From an optimization exercise on the open Yosys and OpenROAD flow, aimed at small area; shortcuts taken in it are not production practice. At most, simulation tests tie the RTL to the original design; equivalence was not proved.

==> inputs of run Z <==
==> flow/design.v <==
module axis_adxl_responder #(
  parameter logic [6:0] DEV_ADDR  = 7'h53,
  parameter logic [7:0] DEVID_VAL = 8'hE5
) (
  input  logic        clk,
  input  logic        reset,
  input  logic [31:0] s_axis_tdata,
  input  logic [3:0]  s_axis_tkeep,
  input  logic [7:0]  s_axis_tdest,
  input  logic        s_axis_tvalid,
  input  logic        s_axis_tlast,
  output logic        s_axis_tready,
  output logic [31:0] m_axis_tdata,
  output logic [3:0]  m_axis_tkeep,
  output logic [7:0]  m_axis_tdest,
  output logic        m_axis_tvalid,
  output logic        m_axis_tlast,
  input  logic        m_axis_tready,
  output logic [7:0]  power_ctl
);
  logic [15:0][3:0][7:0] regs_q;
  logic [5:0]  ptr_q;
  logic        resp_q;     
  logic        busy_q;     
  logic        wr_q;       
  logic        pend_q;     
  logic        first_q;    
  logic [7:0]  left_q;     
  logic        idle, hdr_acc, match, is_rd, wr_acc;
  logic [7:0]  n_eff;
  assign s_axis_tready = !reset && !resp_q;
  assign m_axis_tvalid = resp_q;
  assign m_axis_tdest  = {DEV_ADDR, 1'b1};
  assign power_ctl     = regs_q[4'hB][1];
  assign idle    = !resp_q && !busy_q;
  assign hdr_acc = idle && s_axis_tvalid;
  assign match   = (s_axis_tdest[7:1] == DEV_ADDR);
  assign is_rd   = match && s_axis_tdest[0];
  assign wr_acc  = busy_q && wr_q && s_axis_tvalid;
  assign n_eff   = (s_axis_tdata[7:0] == 8'h00) ? 8'd1 : s_axis_tdata[7:0];
  logic [3:0]      lane_wr;     
  logic [3:0][1:0] lane_o;      
  logic [2:0]      n_wr;        
  logic [5:0]      ld_byte;     
  logic [5:0]      base;
  logic            any_keep;
  always_comb begin
    logic [2:0] cnt;
    logic       got;
    cnt      = '0;
    got      = !first_q;
    ld_byte  = '0;
    lane_wr  = '0;
    lane_o   = '0;
    for (int i = 0; i < 4; i++) begin
      if (s_axis_tkeep[i]) begin
        if (!got) begin
          ld_byte = s_axis_tdata[i*8 +: 6];
          got     = 1'b1;
        end else begin
          lane_wr[i] = 1'b1;
          lane_o[i]  = cnt[1:0];
          cnt        = cnt + 3'd1;
        end
      end
    end
    n_wr     = cnt;
    any_keep = |s_axis_tkeep;
  end
  assign base = (first_q && !resp_q) ? ld_byte : ptr_q;
  logic [3:0][3:0] bank_sel;    
  logic [3:0]      bank_we;
  logic [3:0]      bank_nx;
  logic [3:0][7:0] bank_d;
  always_comb begin
    for (int b = 0; b < 4; b++) begin
      logic [1:0] rel;
      rel        = 2'(b) - base[1:0];
      bank_nx[b] = (2'(b) < base[1:0]);
      for (int i = 0; i < 4; i++) bank_sel[b][i] = lane_wr[i] && (lane_o[i] == rel);
      bank_we[b] = wr_acc && (|bank_sel[b]);
      bank_d[b]  = '0;
      for (int i = 0; i < 4; i++) begin
        if (bank_sel[b][i] && !reset) bank_d[b] = bank_d[b] | s_axis_tdata[i*8 +: 8];
      end
    end
  end
  logic [15:0] row_hit;
  logic [3:0]  we_here, we_next;
  always_comb begin
    for (int r = 0; r < 16; r++) row_hit[r] = (base[5:2] == 4'(r));
    for (int b = 0; b < 4; b++) begin
      we_here[b] = bank_we[b] && !bank_nx[b];
      we_next[b] = bank_we[b] && bank_nx[b];
    end
  end
  for (genvar r = 0; r < 16; r++) begin : g_row
    for (genvar b = 0; b < 4; b++) begin : g_bank
      if (r == 0 && b == 0) begin : g_devid
        assign regs_q[r][b] = DEVID_VAL;
      end else begin : g_reg
        logic [7:0] q;
        logic       wr, hold;
        assign wr   = (we_here[b] && row_hit[r]) || (we_next[b] && row_hit[(r + 15) % 16]);
        assign hold = !(wr || reset);
        if (r == 11 && b == 0) begin : g_2c
          adxl_byte_reg_0a u_byte (
            .clk(clk), .reset(reset), .hold(hold), .wr(wr), .d(bank_d[b]), .q(q)
          );
        end else begin : g_00
          adxl_byte_reg u_byte (
            .clk(clk), .hold(hold), .wr(wr), .d(bank_d[b]), .q(q)
          );
        end
        assign regs_q[r][b] = q;
      end
    end
  end
  logic       resp_acc;
  logic [2:0] ptr_inc;
  assign resp_acc = resp_q && m_axis_tready;
  assign ptr_inc  = resp_q ? (m_axis_tlast ? left_q[2:0] : 3'd4) : n_wr;
  always_ff @(posedge clk) begin
    if (reset) begin
      resp_q <= 1'b0;
      busy_q <= 1'b0;
      ptr_q  <= '0;
    end else begin
      if (hdr_acc) begin
        if (!s_axis_tlast) busy_q <= 1'b1;
        if (is_rd && s_axis_tlast) resp_q <= 1'b1;
      end
      if (busy_q && s_axis_tvalid && s_axis_tlast) begin
        busy_q <= 1'b0;
        if (!wr_q && pend_q) resp_q <= 1'b1;
      end
      if (resp_acc || (wr_acc && (!first_q || any_keep))) ptr_q <= base + {3'b0, ptr_inc};
      if (resp_acc && m_axis_tlast) resp_q <= 1'b0;
    end
  end
  always_ff @(posedge clk) begin
    if (hdr_acc) begin
      wr_q    <= match && !s_axis_tdest[0];
      pend_q  <= is_rd;
      first_q <= 1'b1;
      left_q  <= n_eff;
    end
    if (wr_acc && any_keep) first_q <= 1'b0;
    if (resp_acc) left_q[7:2] <= left_q[7:2] - 6'd1;
  end
  logic [5:0] cur;
  assign cur = ptr_q;
  assign m_axis_tlast = (left_q[7:3] == 5'd0) && !(left_q[2] && (left_q[1:0] != 2'd0));
  assign m_axis_tkeep = {|left_q[7:2],
                         (|left_q[7:2]) || (&left_q[1:0]),
                         |left_q[7:1],
                         1'b1};
  logic [15:0]     cur_row;
  logic [3:0][7:0] bank_q;
  always_comb begin
    for (int r = 0; r < 16; r++) cur_row[r] = (cur[5:2] == 4'(r));
    for (int b = 0; b < 4; b++) begin
      bank_q[b] = '0;
      for (int r = 0; r < 16; r++) begin
        if ((2'(b) < cur[1:0]) ? cur_row[(r + 15) % 16] : cur_row[r])
          bank_q[b] = bank_q[b] | regs_q[r][b];
      end
    end
    for (int i = 0; i < 4; i++) begin
      logic [1:0] src;
      src = 2'(i) + cur[1:0];
      m_axis_tdata[i*8 +: 8] = m_axis_tkeep[i] ? bank_q[src] : 8'h00;
    end
  end
endmodule
module adxl_byte_reg (
  input  logic       clk,
  input  logic       hold,
  input  logic       wr,
  input  logic [7:0] d,
  output logic [7:0] q
);
  always_ff @(posedge clk) q <= (q & {8{hold}}) | (d & {8{wr}});
endmodule
module adxl_byte_reg_0a (
  input  logic       clk,
  input  logic       reset,
  input  logic       hold,
  input  logic       wr,
  input  logic [7:0] d,
  output logic [7:0] q
);
  always_ff @(posedge clk) q <= (q & {8{hold}}) | (d & {8{wr}}) | (8'h0A & {8{reset}});
endmodule
==> flow/flow/run.sh <==
#!/bin/bash
# Own layout flow: the standard layout, except that
#  * synthesis is the standard synthesis script with ABC's area-oriented
#    mapping script (flow/area.abc) in place of the speed script; all the
#    Yosys passes before ABC (and so the registers) are unchanged;
#  * port buffers are the smallest buffer (buf_1);
#  * CTS uses larger sink clusters and no dummy loads.
# Each tool's output goes to a log file in the work folder.
set -euo pipefail
W=$(pwd)

# Synthesis script: synth_recipe.tcl, sourcing a copy of ORFS's synth.tcl
# whose ABC call uses flow/area.abc.
sed "s#source \$::env(SCRIPTS_DIR)/synth_preamble.tcl#source \$::env(SCRIPTS_DIR)/synth_preamble.tcl\nset abc_args [lreplace \$abc_args 1 1 $W/flow/area.abc]#" \
  "$FLOW_HOME/scripts/synth.tcl" > "$W/own_synth.tcl"
grep -q "flow/area.abc" "$W/own_synth.tcl"
sed "s#\$::env(SCRIPTS_DIR)/synth.tcl#$W/own_synth.tcl#" "$W/synth_recipe.tcl" > "$W/own_synth_recipe.tcl"
grep -q "own_synth.tcl" "$W/own_synth_recipe.tcl"

make -C "$FLOW_HOME" DESIGN_CONFIG="$W/config.mk" WORK_HOME="$W/orfs" CLKGATE_MAP_FILE= \
  SYNTH_SCRIPT="$W/own_synth_recipe.tcl" synth > "$W/synth.log" 2>&1

CTS="-sink_clustering_enable -repair_clock_nets -sink_clustering_size 16 -sink_clustering_max_diameter 60 -buf_list sky130_fd_sc_hd__clkbuf_8 -dont_use_dummy_load"
bash "$W/standard.sh" "BUFFER_PORTS_ARGS=-buffer_cell sky130_fd_sc_hd__buf_1" "CTS_ARGS=$CTS" finish > "$W/layout.log" 2>&1
==> flow/flow/area.abc <==
&get -n
&st
&dch -f
&nf -a -R 1000
&st
&syn2
&dch -f
&nf -a -R 1000
&put
topo
==> flow/standard.sh <==
#!/bin/bash
# synth_recipe.tcl (not shown) runs the flow's synth.tcl, then flattens the netlist and writes it again
# the make line also repeats each setting of config.mk as NAME=value (left out here)
make -C /OpenROAD-flow-scripts/flow DESIGN_CONFIG=/design/flow/config.mk WORK_HOME=/design/flow/orfs CLKGATE_MAP_FILE= SYNTH_SCRIPT=/design/flow/synth_recipe.tcl "${@:-finish}"
==> flow/config.mk <==
export PLATFORM = sky130hd
export DESIGN_NAME = axis_adxl_responder
export DESIGN_NICKNAME = axis_adxl_responder
export VERILOG_FILES = /design/flow/design.v
export SDC_FILE = /design/flow/constraint.sdc
export NUM_CORES = 4
export LEC_CHECK = 0
export CAP_MARGIN = 5
export CELL_PAD_IN_SITES_DETAIL_PLACEMENT = 1
export CELL_PAD_IN_SITES_GLOBAL_PLACEMENT = 1
export CORE_MARGIN = 2
export CORE_UTILIZATION = 55
export GPL_ROUTABILITY_DRIVEN = 1
export PLACE_DENSITY = 0.65
export SLEW_MARGIN = 5
export SYNTH_HIERARCHICAL = 1
==> flow/constraint.sdc <==
create_clock -name core_clock -period 12.0 [get_ports {clk}]
set_input_delay 2.4000 -clock core_clock [delete_from_list [all_inputs] [get_ports {clk}]]
set_output_delay 2.4000 -clock core_clock [all_outputs]
set_load 0.01 [all_outputs]
==> run Y (differences from run Z) <==
==> flow/design.v, changed modules only <==
module axis_adxl_responder #(
  parameter logic [6:0] DEV_ADDR  = 7'h53,
  parameter logic [7:0] DEVID_VAL = 8'hE5
) (
  input  logic        clk,
  input  logic        reset,
  input  logic [31:0] s_axis_tdata,
  input  logic [3:0]  s_axis_tkeep,
  input  logic [7:0]  s_axis_tdest,
  input  logic        s_axis_tvalid,
  input  logic        s_axis_tlast,
  output logic        s_axis_tready,
  output logic [31:0] m_axis_tdata,
  output logic [3:0]  m_axis_tkeep,
  output logic [7:0]  m_axis_tdest,
  output logic        m_axis_tvalid,
  output logic        m_axis_tlast,
  input  logic        m_axis_tready,
  output logic [7:0]  power_ctl
);
  logic [15:0][3:0][7:0] regs_q;
  logic [5:0]  ptr_q;
  logic        resp_q;     
  logic        busy_q;     
  logic        wr_q;       
  logic        pend_q;     
  logic        first_q;    
  logic [7:0]  left_q;     
  logic        idle, hdr_acc, match, is_rd, wr_acc;
  logic [7:0]  n_eff;
  assign s_axis_tready = !reset && !resp_q;
  assign m_axis_tvalid = resp_q;
  assign m_axis_tdest  = {DEV_ADDR, 1'b1};
  assign power_ctl     = regs_q[4'hB][1];
  assign idle    = !resp_q && !busy_q;
  assign hdr_acc = idle && s_axis_tvalid;
  assign match   = (s_axis_tdest[7:1] == DEV_ADDR);
  assign is_rd   = match && s_axis_tdest[0];
  assign wr_acc  = busy_q && wr_q && s_axis_tvalid;
  assign n_eff   = (s_axis_tdata[7:0] == 8'h00) ? 8'd1 : s_axis_tdata[7:0];
  logic [3:0]      lane_wr;     
  logic [3:0][1:0] lane_o;      
  logic [2:0]      n_wr;        
  logic [5:0]      ld_byte;     
  logic [5:0]      base;
  logic            any_keep;
  always_comb begin
    logic [2:0] cnt;
    logic       got;
    cnt      = '0;
    got      = !first_q;
    ld_byte  = '0;
    lane_wr  = '0;
    lane_o   = '0;
    for (int i = 0; i < 4; i++) begin
      if (s_axis_tkeep[i]) begin
        if (!got) begin
          ld_byte = s_axis_tdata[i*8 +: 6];
          got     = 1'b1;
        end else begin
          lane_wr[i] = 1'b1;
          lane_o[i]  = cnt[1:0];
          cnt        = cnt + 3'd1;
        end
      end
    end
    n_wr     = cnt;
    any_keep = |s_axis_tkeep;
  end
  assign base = first_q ? ld_byte : ptr_q;
  logic [3:0]      bank_we;
  logic [3:0]      bank_nx;
  logic [3:0][7:0] bank_d;
  always_comb begin
    for (int b = 0; b < 4; b++) begin
      logic [1:0] rel;
      rel        = 2'(b) - base[1:0];
      bank_nx[b] = (2'(b) < base[1:0]);
      bank_we[b] = 1'b0;
      bank_d[b]  = '0;
      for (int i = 0; i < 4; i++) begin
        if (lane_wr[i] && lane_o[i] == rel) begin
          bank_we[b] = wr_acc;
          bank_d[b]  = s_axis_tdata[i*8 +: 8];
        end
      end
    end
  end
  logic [15:0] row_hit;
  always_comb begin
    for (int r = 0; r < 16; r++) row_hit[r] = (base[5:2] == 4'(r));
  end
  logic [3:0][7:0] bank_dr;
  always_comb begin
    for (int b = 0; b < 4; b++) bank_dr[b] = bank_d[b] & {8{!reset}};
  end
  for (genvar r = 0; r < 16; r++) begin : g_row
    for (genvar b = 0; b < 4; b++) begin : g_bank
      if (r == 0 && b == 0) begin : g_devid
        assign regs_q[r][b] = DEVID_VAL;
      end else begin : g_reg
        logic [7:0] q;
        logic       hit;
        assign hit = reset || (bank_we[b] && (bank_nx[b] ? row_hit[(r + 15) % 16] : row_hit[r]));
        always_ff @(posedge clk) begin
          if (hit) q <= (r == 11 && b == 0) ? (bank_dr[b] | {4'b0, reset, 1'b0, reset, 1'b0}) : bank_dr[b];
        end
        assign regs_q[r][b] = q;
      end
    end
  end
  always_ff @(posedge clk) begin
    if (reset) begin
      resp_q <= 1'b0;
      busy_q <= 1'b0;
      ptr_q  <= '0;
    end else begin
      if (hdr_acc) begin
        if (!s_axis_tlast) busy_q <= 1'b1;
        if (is_rd) begin
          ptr_q <= ptr_q + n_eff[5:0];
          if (s_axis_tlast) resp_q <= 1'b1;
        end
      end
      if (busy_q && s_axis_tvalid && s_axis_tlast) begin
        busy_q <= 1'b0;
        if (!wr_q && pend_q) resp_q <= 1'b1;
      end
      if (wr_acc && (!first_q || any_keep)) ptr_q <= base + {3'b0, n_wr};
      if (resp_q && m_axis_tready && m_axis_tlast) resp_q <= 1'b0;
    end
  end
  always_ff @(posedge clk) begin
    if (hdr_acc) begin
      wr_q    <= match && !s_axis_tdest[0];
      pend_q  <= is_rd;
      first_q <= 1'b1;
      left_q  <= n_eff;
    end
    if (wr_acc && any_keep) first_q <= 1'b0;
    if (resp_q && m_axis_tready) left_q[7:2] <= left_q[7:2] - 6'd1;
  end
  logic [5:0] cur;
  assign cur = ptr_q - left_q[5:0];
  assign m_axis_tlast = (left_q[7:3] == 5'd0) && !(left_q[2] && (left_q[1:0] != 2'd0));
  assign m_axis_tkeep = {|left_q[7:2],
                         (|left_q[7:2]) || (&left_q[1:0]),
                         |left_q[7:1],
                         1'b1};
  logic [15:0]     cur_row;
  logic [3:0][7:0] bank_q;
  always_comb begin
    for (int r = 0; r < 16; r++) cur_row[r] = (cur[5:2] == 4'(r));
    for (int b = 0; b < 4; b++) begin
      bank_q[b] = '0;
      for (int r = 0; r < 16; r++) begin
        if ((2'(b) < cur[1:0]) ? cur_row[(r + 15) % 16] : cur_row[r])
          bank_q[b] = bank_q[b] | regs_q[r][b];
      end
    end
    for (int i = 0; i < 4; i++) begin
      m_axis_tdata[i*8 +: 8] = m_axis_tkeep[i] ? bank_q[2'(i) + cur[1:0]] : 8'h00;
    end
  end
endmodule
// module adxl_byte_reg removed
// module adxl_byte_reg_0a removed
==> flow/run.sh (new file) <==
#!/bin/bash
# synth_recipe.tcl (not shown) runs the flow's synth.tcl, then flattens the netlist and writes it again
# the make line also repeats each setting of config.mk as NAME=value (left out here)
make -C /OpenROAD-flow-scripts/flow DESIGN_CONFIG=/design/flow/config.mk WORK_HOME=/design/flow/orfs CLKGATE_MAP_FILE= SYNTH_SCRIPT=/design/flow/synth_recipe.tcl finish
--- a/flow/config.mk
+++ b/flow/config.mk
@@ -6,5 +6,5 @@
 export NUM_CORES = 4
 export LEC_CHECK = 0
-export CAP_MARGIN = 5
+export CAP_MARGIN = 20
 export CELL_PAD_IN_SITES_DETAIL_PLACEMENT = 1
 export CELL_PAD_IN_SITES_GLOBAL_PLACEMENT = 1
@@ -13,4 +13,3 @@
 export GPL_ROUTABILITY_DRIVEN = 1
 export PLACE_DENSITY = 0.65
-export SLEW_MARGIN = 5
-export SYNTH_HIERARCHICAL = 1
+export SLEW_MARGIN = 20
removed: flow/flow/run.sh
removed: flow/flow/area.abc
removed: flow/standard.sh
==> run G (differences from run Z) <==
==> flow/design.v, changed modules only <==
module axis_adxl_responder #(
  parameter logic [6:0] DEV_ADDR  = 7'h53,
  parameter logic [7:0] DEVID_VAL = 8'hE5
) (
  input  logic        clk,
  input  logic        reset,
  input  logic [31:0] s_axis_tdata,
  input  logic [3:0]  s_axis_tkeep,
  input  logic [7:0]  s_axis_tdest,
  input  logic        s_axis_tvalid,
  input  logic        s_axis_tlast,
  output logic        s_axis_tready,
  output logic [31:0] m_axis_tdata,
  output logic [3:0]  m_axis_tkeep,
  output logic [7:0]  m_axis_tdest,
  output logic        m_axis_tvalid,
  output logic        m_axis_tlast,
  input  logic        m_axis_tready,
  output logic [7:0]  power_ctl
);
  logic [15:0][3:0][7:0] regs_q;
  logic [5:0]  ptr_q;
  logic        resp_q;     
  logic        busy_q;     
  logic        wr_q;       
  logic        pend_q;     
  logic        first_q;    
  logic [7:0]  left_q;     
  logic        idle, hdr_acc, match, is_rd, wr_acc;
  logic [7:0]  n_eff;
  assign s_axis_tready = !reset && !resp_q;
  assign m_axis_tvalid = resp_q;
  assign m_axis_tdest  = {DEV_ADDR, 1'b1};
  assign power_ctl     = regs_q[4'hB][1];
  assign idle    = !resp_q && !busy_q;
  assign hdr_acc = idle && s_axis_tvalid;
  assign match   = (s_axis_tdest[7:1] == DEV_ADDR);
  assign is_rd   = match && s_axis_tdest[0];
  assign wr_acc  = busy_q && wr_q && s_axis_tvalid;
  assign n_eff   = (s_axis_tdata[7:0] == 8'h00) ? 8'd1 : s_axis_tdata[7:0];
  logic [3:0]      lane_wr;     
  logic [3:0][1:0] lane_o;      
  logic [2:0]      n_wr;        
  logic [5:0]      ld_byte;     
  logic [5:0]      base;
  logic            any_keep;
  always_comb begin
    logic [2:0] cnt;
    logic       got;
    cnt      = '0;
    got      = !first_q;
    ld_byte  = '0;
    lane_wr  = '0;
    lane_o   = '0;
    for (int i = 0; i < 4; i++) begin
      if (s_axis_tkeep[i]) begin
        if (!got) begin
          ld_byte = s_axis_tdata[i*8 +: 6];
          got     = 1'b1;
        end else begin
          lane_wr[i] = 1'b1;
          lane_o[i]  = cnt[1:0];
          cnt        = cnt + 3'd1;
        end
      end
    end
    n_wr     = cnt;
    any_keep = |s_axis_tkeep;
  end
  assign base = (first_q && !resp_q) ? ld_byte : ptr_q;
  logic [3:0]      bank_we;
  logic [3:0]      bank_nx;
  logic [3:0][7:0] bank_d;
  always_comb begin
    for (int b = 0; b < 4; b++) begin
      logic [1:0] rel;
      rel        = 2'(b) - base[1:0];
      bank_nx[b] = (2'(b) < base[1:0]);
      bank_we[b] = 1'b0;
      bank_d[b]  = '0;
      for (int i = 0; i < 4; i++) begin
        if (lane_wr[i] && lane_o[i] == rel) begin
          bank_we[b] = wr_acc;
          bank_d[b]  = s_axis_tdata[i*8 +: 8];
        end
      end
    end
  end
  logic [15:0] row_hit;
  always_comb begin
    for (int r = 0; r < 16; r++) row_hit[r] = (base[5:2] == 4'(r));
  end
  logic [3:0][7:0] bank_dr;
  always_comb begin
    for (int b = 0; b < 4; b++) bank_dr[b] = bank_d[b] & {8{!reset}};
  end
  for (genvar r = 0; r < 16; r++) begin : g_row
    for (genvar b = 0; b < 4; b++) begin : g_bank
      if (r == 0 && b == 0) begin : g_devid
        assign regs_q[r][b] = DEVID_VAL;
      end else begin : g_reg
        logic [7:0] q;
        logic       hit;
        assign hit = reset || (bank_we[b] && (bank_nx[b] ? row_hit[(r + 15) % 16] : row_hit[r]));
        always_ff @(posedge clk) begin
          if (hit) q <= (r == 11 && b == 0) ? (bank_dr[b] | {4'b0, reset, 1'b0, reset, 1'b0}) : bank_dr[b];
        end
        assign regs_q[r][b] = q;
      end
    end
  end
  logic       resp_acc;
  logic [2:0] ptr_inc;
  assign resp_acc = resp_q && m_axis_tready;
  assign ptr_inc  = resp_q ? (m_axis_tlast ? left_q[2:0] : 3'd4) : n_wr;
  always_ff @(posedge clk) begin
    if (reset) begin
      resp_q <= 1'b0;
      busy_q <= 1'b0;
      ptr_q  <= '0;
    end else begin
      if (hdr_acc) begin
        if (!s_axis_tlast) busy_q <= 1'b1;
        if (is_rd && s_axis_tlast) resp_q <= 1'b1;
      end
      if (busy_q && s_axis_tvalid && s_axis_tlast) begin
        busy_q <= 1'b0;
        if (!wr_q && pend_q) resp_q <= 1'b1;
      end
      if (resp_acc || (wr_acc && (!first_q || any_keep))) ptr_q <= base + {3'b0, ptr_inc};
      if (resp_acc && m_axis_tlast) resp_q <= 1'b0;
    end
  end
  always_ff @(posedge clk) begin
    if (hdr_acc) begin
      wr_q    <= match && !s_axis_tdest[0];
      pend_q  <= is_rd;
      first_q <= 1'b1;
      left_q  <= n_eff;
    end
    if (wr_acc && any_keep) first_q <= 1'b0;
    if (resp_acc) left_q[7:2] <= left_q[7:2] - 6'd1;
  end
  logic [5:0] cur;
  assign cur = ptr_q;
  assign m_axis_tlast = (left_q[7:3] == 5'd0) && !(left_q[2] && (left_q[1:0] != 2'd0));
  assign m_axis_tkeep = {|left_q[7:2],
                         (|left_q[7:2]) || (&left_q[1:0]),
                         |left_q[7:1],
                         1'b1};
  logic [15:0]     cur_row;
  logic [3:0][7:0] bank_q;
  always_comb begin
    for (int r = 0; r < 16; r++) cur_row[r] = (cur[5:2] == 4'(r));
    for (int b = 0; b < 4; b++) begin
      bank_q[b] = '0;
      for (int r = 0; r < 16; r++) begin
        if ((2'(b) < cur[1:0]) ? cur_row[(r + 15) % 16] : cur_row[r])
          bank_q[b] = bank_q[b] | regs_q[r][b];
      end
    end
    for (int i = 0; i < 4; i++) begin
      m_axis_tdata[i*8 +: 8] = m_axis_tkeep[i] ? bank_q[2'(i) + cur[1:0]] : 8'h00;
    end
  end
endmodule
// module adxl_byte_reg removed
// module adxl_byte_reg_0a removed
==> flow/run.sh (new file) <==
#!/bin/bash
# synth_recipe.tcl (not shown) runs the flow's synth.tcl, then flattens the netlist and writes it again
# the make line also repeats each setting of config.mk as NAME=value (left out here)
make -C /OpenROAD-flow-scripts/flow DESIGN_CONFIG=/design/flow/config.mk WORK_HOME=/design/flow/orfs CLKGATE_MAP_FILE= SYNTH_SCRIPT=/design/flow/synth_recipe.tcl finish
--- a/flow/config.mk
+++ b/flow/config.mk
@@ -6,11 +6,11 @@
 export NUM_CORES = 4
 export LEC_CHECK = 0
-export CAP_MARGIN = 5
+export CAP_MARGIN = 20
 export CELL_PAD_IN_SITES_DETAIL_PLACEMENT = 1
 export CELL_PAD_IN_SITES_GLOBAL_PLACEMENT = 1
 export CORE_MARGIN = 2
 export CORE_UTILIZATION = 55
+export CTS_BUF_LIST = sky130_fd_sc_hd__clkbuf_8
 export GPL_ROUTABILITY_DRIVEN = 1
 export PLACE_DENSITY = 0.65
-export SLEW_MARGIN = 5
-export SYNTH_HIERARCHICAL = 1
+export SLEW_MARGIN = 20
removed: flow/flow/run.sh
removed: flow/flow/area.abc
removed: flow/standard.sh
==> qor summary <==
| item | run Z | run Y | run G |
|---|---|---|---|
| Sum of routed wire segments on met1 | 33.44 mm | 36.16 mm | 32.87 mm |
| Worst Tran Pin Value | 1.168 ns | 1.223 ns | 1.134 ns |
| Run status | complete, no violations | complete, no violations | complete, no violations |
| Die Area | 40310 sq um | 48360 sq um | 45980 sq um |
| Max FFs per register | 496 | 504 | 504 |
| Most common cell after layout, fill and taps aside | sky130_fd_sc_hd__a22o_1 | sky130_fd_sc_hd__edfxtp_1 | sky130_fd_sc_hd__edfxtp_1 |
| Area growth from synthesis to final layout | 8.037% | 12.29% | 13.50% |
| Headroom to the max-slew limit | 21.55% | 18.28% | 24.41% |
| Non-clock buffer total of the final layout | 117 | 150 | 132 |
| Share of cell area taken by muxes after synthesis | 1.557% | 5.851% | 6.345% |
| Number of antenna violations at the first check in global routing | 11 | 2 | 4 |
| Critical path arrival | 5.26 ns | 6.10 ns | 5.56 ns |
| Met2 usage | 64.22% | 58.43% | 56.96% |
| Worst voltage drop across the vdd grid | 0.00009843 V | 0.0001426 V | 0.0001107 V |
| DRT iter0 DRCs | 2273 | 2761 | 2401 |
| Multi-input gate area in the final layout | 10620 sq um | 9220 sq um | 8434 sq um |
| Num tapcells | 518 | 607 | 592 |
| Most used DFF post-synth | sky130_fd_sc_hd__dfxtp_1 | sky130_fd_sc_hd__edfxtp_1 | sky130_fd_sc_hd__edfxtp_1 |
| Number of cells in the finished layout apart from fillers | 2729 | 2718 | 2529 |
The RTL of run Y and run G was laid out without a check of its function.

==> afterwards: timing with drivers on the ports <==
No port has a modelled driver above. Below, the same layouts with a new extraction and two added sets of constraints.
Step 1 sets driving cells, clkbuf_16 on the clock port and buf_2 on the other inputs (assumed; they add their load-dependent delay and slew).
Step 2 moves the port delays by t, midway between the first and last clock arrival at a register: inputs arrive t later, outputs are due t later. That takes back most of the time a late clock gives input paths.
a / b / c = ideal / step 1 / step 2; a / b = the first two.
run	shift t [ns]	setup WS [ns]	worst setup path after step 2	worst data-port slew with drivers (ns)
run Z	0.687	4.336 / 4.280 / 4.010	input to register	0.10
run Y	0.667	3.498 / 3.439 / 3.504	input to register	0.04
run G	0.731	4.040 / 3.983 / 4.294	input to register	0.04
After both steps setup and hold are still met in every run listed. For run Z, which loses most, drivers alone change the setup slack by -0.056 ns; drivers and shift together by -0.326 ns.
